This design comes from an exercise in tuning for small area, a short achievable clock period and few clock cycles per item on the open sky130 flow, not from production work. In this exercise RTL edits were held to simulation tests only and were not proved equivalent to the original.

==> design.v <==
package ivdll_pkg;
    localparam logic [14:0] DIST_MIN  = 15'd2560;
    localparam logic [14:0] DIST_MAX  = 15'd20480;
    localparam logic [1:0] ST_INTERP = 2'd0;
    localparam logic [1:0] ST_FAR    = 2'd1;
    localparam logic [1:0] ST_NEAR   = 2'd2;
    localparam logic [15:0] AV0 = 16'd49152;
    localparam logic [15:0] AV1 = 16'd26214;
    localparam logic [15:0] AV2 = 16'd19661;
    localparam logic [15:0] AV3 = 16'd14746;
    localparam logic [15:0] AV4 = 16'd9830;
    localparam logic [15:0] AV5 = 16'd7373;
    localparam logic [64*27-1:0] LOG_TAB = {
        {16'd64794, 11'd742}, {16'd64047, 11'd747}, {16'd63294, 11'd753}, {16'd62534, 11'd760},
        {16'd61769, 11'd765}, {16'd60997, 11'd772}, {16'd60219, 11'd778}, {16'd59434, 11'd785},
        {16'd58643, 11'd791}, {16'd57845, 11'd798}, {16'd57040, 11'd805}, {16'd56229, 11'd811},
        {16'd55410, 11'd819}, {16'd54584, 11'd826}, {16'd53751, 11'd833}, {16'd52911, 11'd840},
        {16'd52063, 11'd848}, {16'd51207, 11'd856}, {16'd50344, 11'd863}, {16'd49472, 11'd872},
        {16'd48593, 11'd879}, {16'd47705, 11'd888}, {16'd46809, 11'd896}, {16'd45904, 11'd905},
        {16'd44990, 11'd914}, {16'd44068, 11'd922}, {16'd43137, 11'd931}, {16'd42196, 11'd941},
        {16'd41246, 11'd950}, {16'd40286, 11'd960}, {16'd39316, 11'd970}, {16'd38336, 11'd980},
        {16'd37346, 11'd990}, {16'd36346, 11'd1000}, {16'd35334, 11'd1012}, {16'd34312, 11'd1022},
        {16'd33279, 11'd1033}, {16'd32234, 11'd1045}, {16'd31178, 11'd1056}, {16'd30109, 11'd1069},
        {16'd29029, 11'd1080}, {16'd27936, 11'd1093}, {16'd26830, 11'd1106}, {16'd25711, 11'd1119},
        {16'd24579, 11'd1132}, {16'd23433, 11'd1146}, {16'd22272, 11'd1161}, {16'd21098, 11'd1174},
        {16'd19909, 11'd1189}, {16'd18704, 11'd1205}, {16'd17484, 11'd1220}, {16'd16248, 11'd1236},
        {16'd14996, 11'd1252}, {16'd13727, 11'd1269}, {16'd12440, 11'd1287}, {16'd11136, 11'd1304},
        {16'd9814, 11'd1322}, {16'd8473, 11'd1341}, {16'd7112, 11'd1361}, {16'd5732, 11'd1380},
        {16'd4331, 11'd1401}, {16'd2909, 11'd1422}, {16'd1466, 11'd1443}, {16'd0, 11'd1466}
    };
    localparam logic [64*25-1:0] EXP_TAB = {
        {15'd32062, 10'd706}, {15'd31364, 10'd698}, {15'd30673, 10'd691}, {15'd29989, 10'd684},
        {15'd29313, 10'd676}, {15'd28645, 10'd668}, {15'd27983, 10'd662}, {15'd27329, 10'd654},
        {15'd26681, 10'd648}, {15'd26041, 10'd640}, {15'd25408, 10'd633}, {15'd24781, 10'd627},
        {15'd24161, 10'd620}, {15'd23548, 10'd613}, {15'd22941, 10'd607}, {15'd22341, 10'd600},
        {15'd21747, 10'd594}, {15'd21160, 10'd587}, {15'd20579, 10'd581}, {15'd20005, 10'd574},
        {15'd19436, 10'd569}, {15'd18874, 10'd562}, {15'd18317, 10'd557}, {15'd17767, 10'd550},
        {15'd17223, 10'd544}, {15'd16684, 10'd539}, {15'd16152, 10'd532}, {15'd15625, 10'd527},
        {15'd15103, 10'd522}, {15'd14588, 10'd515}, {15'd14078, 10'd510}, {15'd13573, 10'd505},
        {15'd13074, 10'd499}, {15'd12580, 10'd494}, {15'd12091, 10'd489}, {15'd11608, 10'd483},
        {15'd11130, 10'd478}, {15'd10657, 10'd473}, {15'd10190, 10'd467}, {15'd9727, 10'd463},
        {15'd9269, 10'd458}, {15'd8816, 10'd453}, {15'd8368, 10'd448}, {15'd7925, 10'd443},
        {15'd7487, 10'd438}, {15'd7053, 10'd434}, {15'd6624, 10'd429}, {15'd6200, 10'd424},
        {15'd5780, 10'd420}, {15'd5365, 10'd415}, {15'd4954, 10'd411}, {15'd4548, 10'd406},
        {15'd4146, 10'd402}, {15'd3748, 10'd398}, {15'd3355, 10'd393}, {15'd2966, 10'd389},
        {15'd2581, 10'd385}, {15'd2200, 10'd381}, {15'd1823, 10'd377}, {15'd1451, 10'd372},
        {15'd1082, 10'd369}, {15'd718, 10'd364}, {15'd357, 10'd361}, {15'd0, 10'd357}
    };
endpackage
module ivdll_lerp #(
    parameter int BASE_W = 16,
    parameter int DIFF_W = 11,
    parameter int FRAC_W = 9,
    parameter int OUT_W  = 17
) (
    input  logic [BASE_W-1:0] base,
    input  logic [DIFF_W-1:0] diff,
    input  logic [FRAC_W-1:0] frac,
    output logic [OUT_W-1:0]  result
);
    localparam int SUM_W = OUT_W + FRAC_W;
    logic [SUM_W-1:0] sum;
    assign sum    = (SUM_W'(base) << FRAC_W) + SUM_W'(diff) * SUM_W'(frac)
                  + (SUM_W'(1) << (FRAC_W - 1));
    assign result = sum[SUM_W-1:FRAC_W];
endmodule
module ir_volts_to_distance_loglog_core (
    input  logic        clk,
    input  logic        rst_n,
    input  logic        cfg_we,
    input  logic        cfg_index,
    input  logic [15:0] cfg_data,
    input  logic        sample_valid,
    output logic        sample_ready,
    input  logic [15:0] voltage,
    output logic        result_valid,
    input  logic        result_ready,
    output logic [14:0] distance,
    output logic [1:0]  range_status
);
    localparam int NS = 7;
    logic [15:0] far_thr_reg;
    logic [15:0] near_thr_reg;
    always_ff @(posedge clk or negedge rst_n)
    begin
        if (!rst_n)
        begin
            far_thr_reg  <= 16'd6554;
            near_thr_reg <= 16'd45875;
        end
        else if (cfg_we)
        begin
            if (cfg_index == 1'b0)
                far_thr_reg  <= cfg_data;
            else
                near_thr_reg <= cfg_data;
        end
    end
    logic [NS:1] vld_reg;
    logic        adv;
    assign adv = result_ready || !vld_reg[NS];
    always_ff @(posedge clk or negedge rst_n)
    begin
        if (!rst_n)
            vld_reg <= '0;
        else if (adv)
            vld_reg <= {vld_reg[NS-1:1], sample_valid};
    end
    assign sample_ready = adv;
    assign result_valid = vld_reg[NS];
    logic [2:0]  cmb_next;
    logic [14:0] f_next;
    logic [1:0]  st_next;
    always_comb
    begin
        if (voltage >= ivdll_pkg::AV1)
            cmb_next = voltage[15] ? 3'd0 : 3'd1;
        else if (voltage >= ivdll_pkg::AV2)
            cmb_next = 3'd2;
        else if (voltage >= ivdll_pkg::AV3)
            cmb_next = voltage[14] ? 3'd3 : 3'd4;
        else if (voltage >= ivdll_pkg::AV4)
            cmb_next = 3'd5;
        else
            cmb_next = voltage[13] ? 3'd6 : 3'd7;
        if (voltage[15])
            f_next = voltage[14:0];
        else if (voltage[14])
            f_next = {voltage[13:0], 1'b0};
        else if (voltage[13])
            f_next = {voltage[12:0], 2'b0};
        else
            f_next = {voltage[11:0], 3'b0};
        if (voltage <= far_thr_reg)
            st_next = ivdll_pkg::ST_FAR;
        else if (voltage >= near_thr_reg)
            st_next = ivdll_pkg::ST_NEAR;
        else if (voltage > ivdll_pkg::AV0)
            st_next = ivdll_pkg::ST_NEAR;
        else if (voltage < ivdll_pkg::AV5)
            st_next = ivdll_pkg::ST_FAR;
        else
            st_next = ivdll_pkg::ST_INTERP;
    end
    logic [2:0]  s1_cmb_reg;
    logic [14:0] s1_f_reg;
    logic [1:0]  s1_st_reg;
    always_ff @(posedge clk)
    begin
        if (adv)
        begin
            s1_cmb_reg <= cmb_next;
            s1_f_reg   <= f_next;
            s1_st_reg  <= st_next;
        end
    end
    logic [26:0] ltab;
    logic [16:0] c_log;
    logic [16:0] x_next;
    logic [2:0]  k_next;
    assign ltab = ivdll_pkg::LOG_TAB[s1_f_reg[14:9]*27 +: 27];
    always_comb
    begin
        case (s1_cmb_reg)
            3'd0:    c_log = 17'd38336;
            3'd1:    c_log = 17'd103872;
            3'd2:    c_log = 17'd44435;
            3'd3:    c_log = 17'd17238;
            3'd4:    c_log = 17'd82774;
            3'd5:    c_log = 17'd55576;
            3'd6:    c_log = 17'd17233;
            default: c_log = 17'd82769;
        endcase
        case (s1_cmb_reg)
            3'd0, 3'd1: k_next = 3'd0;
            3'd2:       k_next = 3'd1;
            3'd3, 3'd4: k_next = 3'd2;
            3'd5:       k_next = 3'd3;
            default:    k_next = 3'd4;
        endcase
    end
    assign x_next = c_log - 17'(ltab[26:11]);
    logic [2:0]  s2_seg_reg;
    logic [16:0] s2_x_reg;
    logic [10:0] s2_diff_reg;
    logic [8:0]  s2_r_reg;
    logic [1:0]  s2_st_reg;
    always_ff @(posedge clk)
    begin
        if (adv)
        begin
            s2_seg_reg  <= k_next;
            s2_x_reg    <= x_next;
            s2_diff_reg <= ltab[10:0];
            s2_r_reg    <= s1_f_reg[8:0];
            s2_st_reg   <= s1_st_reg;
        end
    end
    logic [25:0] dl_sum;
    logic [15:0] dl_next;
    assign dl_sum  = (26'(s2_x_reg) << 9) + 26'd255 - 26'(s2_diff_reg) * 26'(s2_r_reg);
    assign dl_next = dl_sum[24:9];
    logic [2:0]  s3_seg_reg;
    logic        s3_sg0_reg;
    logic        s3_sg1_reg;
    logic [15:0] s3_dl_reg;
    logic [1:0]  s3_st_reg;
    always_ff @(posedge clk)
    begin
        if (adv)
        begin
            s3_seg_reg <= s2_seg_reg;
            s3_sg0_reg <= (s2_seg_reg == 3'd0);
            s3_sg1_reg <= (s2_seg_reg == 3'd1);
            s3_dl_reg  <= dl_next;
            s3_st_reg  <= s2_st_reg;
        end
    end
    logic        sg01;
    logic [28:0] dlx;
    logic [28:0] sl_sum;
    logic [16:0] delta_next;
    assign sg01 = s3_sg0_reg || s3_sg1_reg;
    assign dlx  = 29'(s3_dl_reg);
    assign sl_sum = (dlx << 12) + 29'd2048
                  + (sg01 ? (dlx << 7) : 29'd0)
                  + (sg01 ? (dlx << 2) : 29'd0)
                  + (sg01 ? dlx : 29'd0)
                  + (s3_sg0_reg ? (dlx << 8) : (s3_sg1_reg ? (dlx << 10) : 29'd0))
                  + (s3_sg0_reg ? (dlx << 5) : (s3_sg1_reg ? (dlx << 9) : 29'd0))
                  + (s3_sg1_reg ? (dlx << 3) : 29'd0);
    assign delta_next = sl_sum[28:12];
    logic [2:0]  s4_seg_reg;
    logic [16:0] s4_delta_reg;
    logic [1:0]  s4_st_reg;
    always_ff @(posedge clk)
    begin
        if (adv)
        begin
            s4_seg_reg   <= s3_seg_reg;
            s4_delta_reg <= delta_next;
            s4_st_reg    <= s3_st_reg;
        end
    end
    logic [24:0] etab;
    assign etab = ivdll_pkg::EXP_TAB[s4_delta_reg[15:10]*25 +: 25];
    logic [2:0]  s5_seg_reg;
    logic        s5_ip_reg;
    logic [14:0] s5_base_reg;
    logic [9:0]  s5_diff_reg;
    logic [9:0]  s5_r_reg;
    logic [1:0]  s5_st_reg;
    always_ff @(posedge clk)
    begin
        if (adv)
        begin
            s5_seg_reg  <= s4_seg_reg;
            s5_ip_reg   <= s4_delta_reg[16];
            s5_base_reg <= etab[24:10];
            s5_diff_reg <= etab[9:0];
            s5_r_reg    <= s4_delta_reg[9:0];
            s5_st_reg   <= s4_st_reg;
        end
    end
    logic [15:0] exm_next;
    ivdll_lerp #(
        .BASE_W (15),
        .DIFF_W (10),
        .FRAC_W (10),
        .OUT_W  (16)
    ) u_exp_lerp (
        .base   (s5_base_reg),
        .diff   (s5_diff_reg),
        .frac   (s5_r_reg),
        .result (exm_next)
    );
    logic [4:0]  s6_k_reg;
    logic        s6_far_reg;
    logic        s6_near_reg;
    logic        s6_ip_reg;
    logic [15:0] s6_exm_reg;
    logic [1:0]  s6_st_reg;
    always_ff @(posedge clk)
    begin
        if (adv)
        begin
            s6_k_reg    <= 5'(1) << s5_seg_reg;
            s6_far_reg  <= (s5_st_reg == ivdll_pkg::ST_FAR);
            s6_near_reg <= (s5_st_reg == ivdll_pkg::ST_NEAR);
            s6_ip_reg   <= s5_ip_reg && (s5_st_reg == ivdll_pkg::ST_INTERP);
            s6_exm_reg  <= exm_next;
            s6_st_reg   <= s5_st_reg;
        end
    end
    logic [16:0] ex;
    logic [22:0] ex23;
    logic [22:0] op_a;
    logic [22:0] op_b;
    logic        neg;
    logic [22:0] m_sum;
    logic [14:0] dist_next;
    assign ex   = {s6_exm_reg[15], !s6_exm_reg[15], s6_exm_reg[14:0]};
    assign ex23 = 23'(ex);
    assign op_a = ({23{s6_k_reg[0]}} & (ex23 << 2))
                | ({23{s6_k_reg[1]}} & (ex23 << 3))
                | ({23{s6_k_reg[2] | s6_k_reg[3]}} & (ex23 << 4))
                | ({23{s6_k_reg[4]}} & (ex23 << 5));
    assign op_b = ({23{s6_k_reg[0]}} & ex23)
                | ({23{s6_k_reg[1]}} & (ex23 << 1))
                | ({23{s6_k_reg[2]}} & ~ex23)
                | ({23{s6_k_reg[3]}} & (ex23 << 2))
                | ({23{s6_k_reg[4]}} & ~(ex23 << 1));
    assign neg  = s6_k_reg[2] || s6_k_reg[4];
    assign m_sum = op_a + op_b + {17'd0, 1'b1, 4'd0, neg};
    always_comb
    begin
        if (s6_far_reg)
            dist_next = ivdll_pkg::DIST_MAX;
        else if (s6_near_reg)
            dist_next = ivdll_pkg::DIST_MIN;
        else if (s6_ip_reg)
            dist_next = 15'd5120;
        else
            dist_next = m_sum[20:6];
    end
    logic [14:0] dist_reg;
    logic [1:0]  st_out_reg;
    always_ff @(posedge clk)
    begin
        if (adv)
        begin
            dist_reg   <= dist_next;
            st_out_reg <= s6_st_reg;
        end
    end
    assign distance     = dist_reg;
    assign range_status = st_out_reg;
endmodule
==> run.sh <==
#!/bin/bash
# synth_recipe.tcl (not shown) runs the flow's synth.tcl, then flattens the netlist and writes it again
# the make line also repeats each setting of config.mk as NAME=value (left out here)
make -C /OpenROAD-flow-scripts/flow DESIGN_CONFIG=/design/flow/config.mk WORK_HOME=/design/flow/orfs CLKGATE_MAP_FILE= SYNTH_SCRIPT=/design/flow/synth_recipe.tcl finish
==> config.mk <==
export PLATFORM = sky130hd
export DESIGN_NAME = ir_volts_to_distance_loglog_core
export DESIGN_NICKNAME = ir_volts_to_distance_loglog_core
export VERILOG_FILES = /design/flow/design.v
export SDC_FILE = /design/flow/constraint.sdc
export NUM_CORES = 4
export LEC_CHECK = 0
export CAP_MARGIN = 20
export CORE_MARGIN = 2
export CORE_UTILIZATION = 40
export SETUP_SLACK_MARGIN = 2.0
export SLEW_MARGIN = 20
==> constraint.sdc <==
create_clock -name core_clock -period 7.0 [get_ports {clk}]
set_input_delay 1.4000 -clock core_clock [delete_from_list [all_inputs] [get_ports {clk}]]
set_output_delay 1.4000 -clock core_clock [all_outputs]
set_load 0.01 [all_outputs]
==> results of run 1 <==
## cell families after synthesis
| family | count (synthesis) | share of synthesized area |
|---|---|---|
| compound gates | 592 | 0.154 |
| xor+xnor | 64 | 0.0225 |
| fa+ha+maj | 493 | 0.312 |
| buf+inv | 513 | 0.0781 |
| flops | 229 | 0.269 |
| mux | 42 | 0.0226 |
| simple gates | 737 | 0.141 |
## layout make-up
| cell class | count | share of cell area |
|---|---|---|
| timing repair buffer | 213 | 0.0644 |
| clock buffer | 31 | 0.0252 |
| inverter | 366 | 0.0473 |
| clock inverter | 23 | 0.00933 |
| sequential | 229 | 0.230 |
| tap | 837 | 0.0360 |
| multi-input combinational | 1929 | 0.588 |
## per-stage QoR
step,instance area (um2),hold WS (ns)
5_1_grt,29100,0.415
3_5_place_dp,26300,0.405
3_3_place_gp,26300,0.401
6_report,29100,0.406
4_1_cts,28400,0.398
2_1_floorplan,25300,0.400
## critical path, stage by stage (launching register included)
cell and delay, ns:
sky130_fd_sc_hd__edfxtp_1 0.47, sky130_fd_sc_hd__and2_4 0.19, sky130_fd_sc_hd__fa_1 0.54, sky130_fd_sc_hd__inv_2 0.04, sky130_fd_sc_hd__fa_1 0.54, sky130_fd_sc_hd__fa_2 0.44
sky130_fd_sc_hd__fa_1 0.50, sky130_fd_sc_hd__inv_1 0.05, sky130_fd_sc_hd__fa_1 0.50, sky130_fd_sc_hd__inv_2 0.05, sky130_fd_sc_hd__ha_4 0.24, sky130_fd_sc_hd__a21oi_4 0.12
sky130_fd_sc_hd__nand2_2 0.09, sky130_fd_sc_hd__a221oi_4 0.30, sky130_fd_sc_hd__buf_6 0.16, sky130_fd_sc_hd__o21ai_4 0.07, sky130_fd_sc_hd__o2bb2ai_2 0.13, sky130_fd_sc_hd__o31a_1 0.30
sky130_fd_sc_hd__buf_4 0.16, sky130_fd_sc_hd__o21ai_2 0.09, sky130_fd_sc_hd__nand2b_1 0.06
## timing repair
item                       4_1_cts  5_1_grt
setup endpoints to repair       44       40
pin swaps                       68       59
cloned                           3        0
gates resized for setup         86       99
buffers inserted               106       30
## layer usage
metal,part of all wire,global-route usage
met5,0,0
met4,0.028,0.0583
met3,0.046,0.0225
met2,0.50,0.346
met1,0.43,0.248
## placed cells by master (no fill, tap or decap), types with 10 or more instances in the layout
cell,synthesis,routed
sky130_fd_sc_hd__a211oi_1,26,23
sky130_fd_sc_hd__a21o_1,37,37
sky130_fd_sc_hd__a21oi_1,141,123
sky130_fd_sc_hd__a21oi_2,1,15
sky130_fd_sc_hd__a22oi_1,54,48
sky130_fd_sc_hd__a31oi_1,26,26
sky130_fd_sc_hd__and2_1,121,98
sky130_fd_sc_hd__and2_4,1,24
sky130_fd_sc_hd__and3_1,10,10
sky130_fd_sc_hd__buf_4,0,124
sky130_fd_sc_hd__buf_6,1,27
sky130_fd_sc_hd__clkbuf_16,0,29
sky130_fd_sc_hd__clkdlybuf4s50_1,0,55
sky130_fd_sc_hd__dfrtp_1,23,23
sky130_fd_sc_hd__dfstp_2,16,16
sky130_fd_sc_hd__edfxtp_1,190,190
sky130_fd_sc_hd__fa_1,213,205
sky130_fd_sc_hd__ha_1,280,259
sky130_fd_sc_hd__ha_4,0,16
sky130_fd_sc_hd__inv_1,359,344
sky130_fd_sc_hd__inv_2,2,17
sky130_fd_sc_hd__mux2_2,24,24
sky130_fd_sc_hd__nand2_1,276,253
sky130_fd_sc_hd__nand2_2,0,17
sky130_fd_sc_hd__nand2b_1,19,17
sky130_fd_sc_hd__nand3_1,39,38
sky130_fd_sc_hd__nand4_1,13,13
sky130_fd_sc_hd__nor2_1,145,134
sky130_fd_sc_hd__nor2b_1,24,21
sky130_fd_sc_hd__nor3_1,40,36
sky130_fd_sc_hd__nor3b_1,15,15
sky130_fd_sc_hd__o211ai_1,23,23
sky130_fd_sc_hd__o21a_1,23,23
sky130_fd_sc_hd__o21ai_0,140,131
sky130_fd_sc_hd__or3_1,10,10
sky130_fd_sc_hd__xnor2_1,42,40
sky130_fd_sc_hd__xor2_1,22,21
## path summary, 6_finish.rpt
kind	slack, ns	start	to	cells after the start
max in group asynchronous	5.46	rst_n	far_thr_reg[2]$_DFFE_PN0P_	1
min in group asynchronous	0.97	rst_n	vld_reg[5]$_DFFE_PN0P_	1
worst max register to register	1.68	s2_r_reg[5]$_DFFE_PP_	s3_dl_reg[13]$_DFFE_PP_	20
worst min register to register	0.41	s2_st_reg[0]$_DFFE_PP_	s3_st_reg[0]$_DFFE_PP_	0
worst min-delay path	0.41	s2_st_reg[0]$_DFFE_PP_	s3_st_reg[0]$_DFFE_PP_	0
worst max-delay path	1.68	s2_r_reg[5]$_DFFE_PP_	s3_dl_reg[13]$_DFFE_PP_	20
==> run notes, run 1 <==
- Antenna violation net count after detailed routing: 0
* Post-synthesis instance area: 24900 um2
- The first global-routing pass estimated 102000 um of wire.
* Post-layout utilization of the core: 0.473
- Detail Placement HPWL: ~46000 um
- Share of post-route cells with drive strength above 1: 0.157
- Global route overflow: 0
- Least-Margin Pin Slew: ~1.1 ns
- Synthesis-to-layout area growth: 16.9%
- In this run, post-CTS hold repair placed 0 buffers.
- Portion of the clock cycle consumed by the worst path in the final layout: 0.759
- Worst-case clock skew: 0.0260 ns
* Number of warnings reported in the yosys synthesis log: 1
* Antenna Cells: 0
- Number of failing hold endpoints at the final stage: 0
- The die covers 64200 um2.
- Average size of a mapped cell: 9.32 um2
* Initial core utilization: 0.404
- Number of input and output port buffers inserted: between 50 and 60
* Top area cells in the synthesized netlist: sky130_fd_sc_hd__edfxtp_1 (23%), sky130_fd_sc_hd__fa_1 (17%), sky130_fd_sc_hd__ha_1 (14%)
- # placed instances: 3434
* Worst slack, placed: about 1.2 ns
* Final Wtd Congestion: 0.906
- Hold/Removal Path Class: flop to flop
* Worst Setup Slack, final: 1.68 ns
- Avg WL per Cell: 17.3 um
* Sequential area share after synthesis: 0.269
- Total nets after synthesis: 3201
- After detailed routing, the number of vias per cell comes to between 5 and 6.
* I/O pin count: between 50 and 60
- The most common cell in the synthesized netlist is sky130_fd_sc_hd__inv_1.
- The total count of max-transition violations in the final report came to 0.
- Post-route minimum period: 5.32 ns
- Async SR Flop Fraction: 0.170
- Nature of the critical path startpoint: flop
* Via Count: 19600
- DRC errors left: 0
* Fill cells: around 5700
* Final non-filler cell total: 3628
- Unrepaired setup endpoints after global routing: true
- The die is around 250 um wide.
* Cell types with the highest counts after synthesis: sky130_fd_sc_hd__inv_1 (359), sky130_fd_sc_hd__ha_1 (280), sky130_fd_sc_hd__nand2_1 (276), sky130_fd_sc_hd__fa_1 (213), sky130_fd_sc_hd__edfxtp_1 (190)
- Number of DRC markers after the initial detailed-route iteration: 1304
* Std-Cell Rows: roughly 90
* DIE HEIGHT: 253 um
* Sink count of the clock tree: approximately 230
* Gate Count Post-Synth: 2670
- The run finished with no timing, DRC or antenna violations.
- CTS Root Cell: sky130_fd_sc_hd__clkbuf_16
- After the last flow step, the layout net total stands at 3299.
- Leading register cell type out of synthesis: sky130_fd_sc_hd__edfxtp_1
* Total area of multi-input combinational cells: 17100 um2
* Skew-Pair Late Insertion Delay: roughly 0.57 ns
- In this run, synthesis produced a sequential element count of 229.
- The core region is 61600 um2.
- Headroom to the max-slew limit: 0.233
- Number of distinct standard cells referenced by the synthesized netlist: 78
* Fmax achieved: 188 MHz
* Clock transition at path regs: 0.06 ns
- Of the post-synthesis cell area, the dominant cell type holds 0.229.
- First-pass DRT Iterations: 5
- Max-capacitance violation count: 0
- Maximum root-to-sink buffer count: 3
- The worst setup path is of the flop to flop kind.
- CTS tree: done
- Number of global-route vias before repair: 20000
- Initial antenna violation count: 1
- CTS Buf Count: 29
* Setup TNS: 0 ns
- Largest driver fanout on the critical path: 5
- For this block, the routed nets add up to roughly 63000 um of wire.
- Arr. time, crit path: 5.61 ns
- The worst setup path is captured at a flop.
* Flip-flop count of the largest register after layout: 17
* Post-synth EDFFs: 190
- CTS built an H-tree with a depth of 1.
- Overall Global Routing Usage: 0.195
* Req. time, crit path: 7.30 ns
- Largest net degree at the start of global routing: 198
- Setup violations remaining at the end of the flow were counted as 0.
- The largest total area in the synthesized netlist belongs to sky130_fd_sc_hd__edfxtp_1.
- Registers take between 6000 and 7000 um2.
Testbench counts, summed over its fixed seeds: cycles 16,056, items 16,000.
==> run 2: changes to the inputs <==
--- a/config.mk
+++ b/config.mk
@@ -8,5 +8,4 @@
 export CAP_MARGIN = 20
 export CORE_MARGIN = 2
 export CORE_UTILIZATION = 40
-export SETUP_SLACK_MARGIN = 2.0
 export SLEW_MARGIN = 20
==> run 2 against run 1 <==
Sequential cell count unchanged; non-clock buffer count down 137; final cell count down 3.9%; synthesized cell count unchanged; critical path depth down 2; via count down 4.7%; count of clock-buffer cells in the layout up 10; global-route usage down 0.87 points; critical path type unchanged; critical endpoint is now s4_delta_reg[16]$_DFFE_PP_; largest cell class unchanged.
==> run notes, run 2 <==
- The instance count of the mapped netlist is 2670 (unchanged).
* Cell seen most often among critical-path stages: sky130_fd_sc_hd__fa_1
- The share of synthesized area occupied by flip-flops and latches was 0.269 (unchanged).
* Leading register cell type out of synthesis: sky130_fd_sc_hd__edfxtp_1
- Stage delay of the slowest cell on the critical path: 0.69 ns (+0.15 ns)
* Number of input and output port buffers inserted: 56 (unchanged)
- Antenna Cells: 0 (unchanged)
- Average size of a mapped cell: 9.32 um2 (unchanged)
- Overall die width: 253 um (unchanged)
- Clock transition at path regs: 0.06 ns (about the same)
- Number of warnings reported in the yosys synthesis log: 1 (unchanged)
- The post-route clock period utilization is 0.851 (+0.0916).
- Arr. time, crit path: 6.24 ns (+0.63 ns)
* CTS Buf Count: 28 (-3.4%)
* Least-Margin Pin Slew: 1.00 ns (-0.136 ns)
- The largest net degree at the start of global routing came to 84 (-58%).
- Std-Cell Rows: 91 (unchanged)
- Number of DRC markers after the initial detailed-route iteration: 1503 (+15%)
- The number of top-level design ports is 57 (unchanged).
- Unrepaired setup endpoints after global routing: false
- The startpoint identified for the worst hold timing path is s4_delta_reg[2]$_DFFE_PP_.
* Run status: no timing/DRC/antenna violations
- The starting density of the core came to 0.404 (unchanged).
- The count of flip-flops with a built-in enable after synthesis is 190 (unchanged).
* Worst setup path startpoint: s3_sg0_reg$_DFFE_PP_
- Top cell type's share of synthesized area: 0.229 (unchanged)
* Delay-heaviest family, CP: adder cells
- The core occupancy in the finished layout was 0.438 (-0.0344).
* Wirelength, routed: 59300 um (-5.3%)
* Largest driver fanout on the critical path: 26 (+21)
- Number of failing hold endpoints at the final stage: 0 (unchanged)
- The synthesized cell area is 24900 um2 (unchanged).
* Nature of the critical path startpoint: flop
* Placed instance area: 26100 um2 (-0.82%)
- Wire length of the first global-routing pass: 97500 um (-4.3%)
- The library cell used most frequently in the layout, excluding fill and tap cells, is sky130_fd_sc_hd__inv_1.
* Req. time, crit path: 7.29 ns (about the same)
- The overall global routing resource usage was 0.186 (-0.00868).
- Cell-by-cell listing of the critical path: or2_2 -> nand2_1 -> inv_1 -> fa_1 -> fa_1 -> inv_1 -> fa_1 -> fa_1 -> inv_1 -> ha_1 -> a21o_1 -> a21o_1 -> a21oi_1 -> a211oi_1 -> o31a_1 -> a21o_1 -> a21oi_1 -> xnor2_1
- The maximum clock insertion buffer count came to 3 (unchanged).
- Cell types with the highest counts after synthesis: sky130_fd_sc_hd__inv_1 (359), sky130_fd_sc_hd__ha_1 (280), sky130_fd_sc_hd__nand2_1 (276), sky130_fd_sc_hd__fa_1 (213), sky130_fd_sc_hd__edfxtp_1 (190)
- CTS Hold Buffers Added: 0 (unchanged)
- The final-stage net count is 3160 (-4.2%).
* Synthesis-to-layout area growth: 8.43%
- The maximum clock frequency came to 168 MHz (-11%).
- Total setup buffers inserted after CTS: 0 (-100%)
* Skew-Pair Late Insertion Delay: 0.56 ns (about the same)
- Cts repair resizes: 0 (-100%)
- CP max-delay cell: sky130_fd_sc_hd__edfxtp_1
* Avg WL per Cell: 17.0 um (-1.5%)
- The cell area after layout came to 27000 um2 (-7.3%).
- First-pass DRT Iterations: 6 (+1)
* Most used standard cell by instance count after synthesis: sky130_fd_sc_hd__inv_1
- The number of nets with antenna violations after detailed routing came to 0 (unchanged).
* Hold slack: 0.409 ns (+0.00318 ns)
* Headroom to the max-slew limit: 0.333 (+0.100)
* Flip-flop count of the largest register after layout: 17 (unchanged)
- Final count of pins violating max slew: 0 (unchanged)
- STA classifies the critical path endpoint as a flop.
- Launch point of the worst reg-to-reg path: s3_sg0_reg$_DFFE_PP_
- The final-report setup violation count came to 0 (unchanged).
- The TritonCTS sink count came to 229 (unchanged).
- CTS tree: done
* DIE HEIGHT: 253 um (unchanged)
- Post-route minimum period: 5.96 ns (+0.641 ns)
- Area inside the core boundary: 61600 um2 (unchanged)
- Largest area contributor in the netlist: sky130_fd_sc_hd__edfxtp_1
* Hold/Removal Path Class: flop to flop
- The fraction of registers with async set/reset was 0.170 (unchanged).
- Per-cell via count in the routed design: 5.37 (-0.86%)
* Worst-case clock skew: 0.0173 ns (-0.00879 ns)
* Top area cells in the synthesized netlist: sky130_fd_sc_hd__edfxtp_1 (23%), sky130_fd_sc_hd__fa_1 (17%), sky130_fd_sc_hd__ha_1 (14%)
- Detail Placement HPWL: 45700 um (-0.20%)
- Total nets after synthesis: 3201 (unchanged)
- CTS Root Cell: sky130_fd_sc_hd__clkbuf_16
- The routability-driven placement congestion ratio was 0.878 (-3.0%).
- Number of distinct standard cells referenced by the synthesized netlist: 78 (unchanged)
* Die area: 64200 um2 (unchanged)
- The overall overflow remaining after global route came to 0 (unchanged).
* Share of post-route cells with drive strength above 1: 0.0509 (-0.106)
- Via Count: 18700 (-4.7%)
- Leading cell types in the layout, fill and taps excluded: sky130_fd_sc_hd__inv_1 (359), sky130_fd_sc_hd__ha_1 (280), sky130_fd_sc_hd__nand2_1 (276)
- The number of flip-flops and latches in the synthesized netlist is 229 (unchanged).
* Number of global-route vias before repair: 18800 (-5.7%)
- The final-layout setup total negative slack came to 0 ns (unchanged).
- # H-tree levels: 1 (unchanged)
* Critical path class: flop to flop
- The initial antenna violation count came to 0 (-1).
- The remaining routing DRC violations came to 0 (unchanged).
- The critical path buffer and inverter count came to 3 (-2).
- Max-capacitance violation count: 0 (unchanged)
[run 2: changes by cell type in the layout (fill, tap and decap cells not counted), sizes merged]
cell	before	now
buf	157	21
or2	9	8
clkbuf	32	41
bufinv	5	1
inv	364	361
clkinv	15	14
clkinvlp	5	1
[run 2: final timing paths]
kind	endpoint	slack, ns	cells past startpoint
max	s4_delta_reg[16]$_DFFE_PP_	1.04	18
min	s5_r_reg[2]$_DFFE_PP_	0.41	0
max reg2reg	s4_delta_reg[16]$_DFFE_PP_	1.04	18
min reg2reg	s5_r_reg[2]$_DFFE_PP_	0.41	0
max in group asynchronous	near_thr_reg[14]$_DFFE_PN0P_	5.50	1
min in group asynchronous	near_thr_reg[3]$_DFFE_PN0P_	0.96	1
[run 2: cell families after synthesis]
| family | after synthesis | share of synthesized area |
|---|---|---|
| adder cells (fa/ha/maj) | 493 | 0.312 |
| AO/OA/AOI/OAI | 592 | 0.154 |
| flip-flops | 229 | 0.269 |
| AND/OR/NAND/NOR | 737 | 0.141 |
| buffers and inverters | 513 | 0.0781 |
| multiplexers | 42 | 0.0226 |
| XOR/XNOR | 64 | 0.0225 |
[run 2: area by class of cell]
cell class	instances	area, um2
Clock buffer	41	816
Sequential cell	229	6700
Timing Repair Buffer	76	706
Fill cell	5977	34600
Inverter	366	1370
Tap cell	837	1050
Multi-Input combinational cell	1928	16300
Clock inverter	11	92.6
[run 2: through the flow]
stage               std cells  setup slack [ns]
floorplan                2670              1.58
global placement         3436              1.17
detailed placement       3436              1.08
CTS                      3488              1.05
global route             3488             0.711
finish                   3488              1.04
[run 2: routing by layer]
metal  track usage  wire length (um)
met4        0.0404               948
met2         0.317             28700
met5             0                 0
met1         0.257             27200
met3        0.0176              2490

## port drivers added, routing unchanged
The results above use ideal ports. As a check the final layouts listed here were re-extracted and re-timed, cells and wires unchanged.
Step 1: set_driving_cell puts a clkbuf_16 on clk and a buf_2 on each other input, an assumption about the parent block.
Step 2 also shifts input and output timing later by t, the mid clock arrival at the registers, as if the neighbouring blocks saw the same clock.
a / b / c = ideal ports / drivers / drivers and shift; a / b = the first two.
run	t, ns	setup slack, ns	cell pins on the clock port's net
run 1	0.612	1.684 / 1.684 / 1.684	1
run 2	0.609	1.042 / 1.042 / 1.042	1
After both steps setup and hold are still met in every run listed.
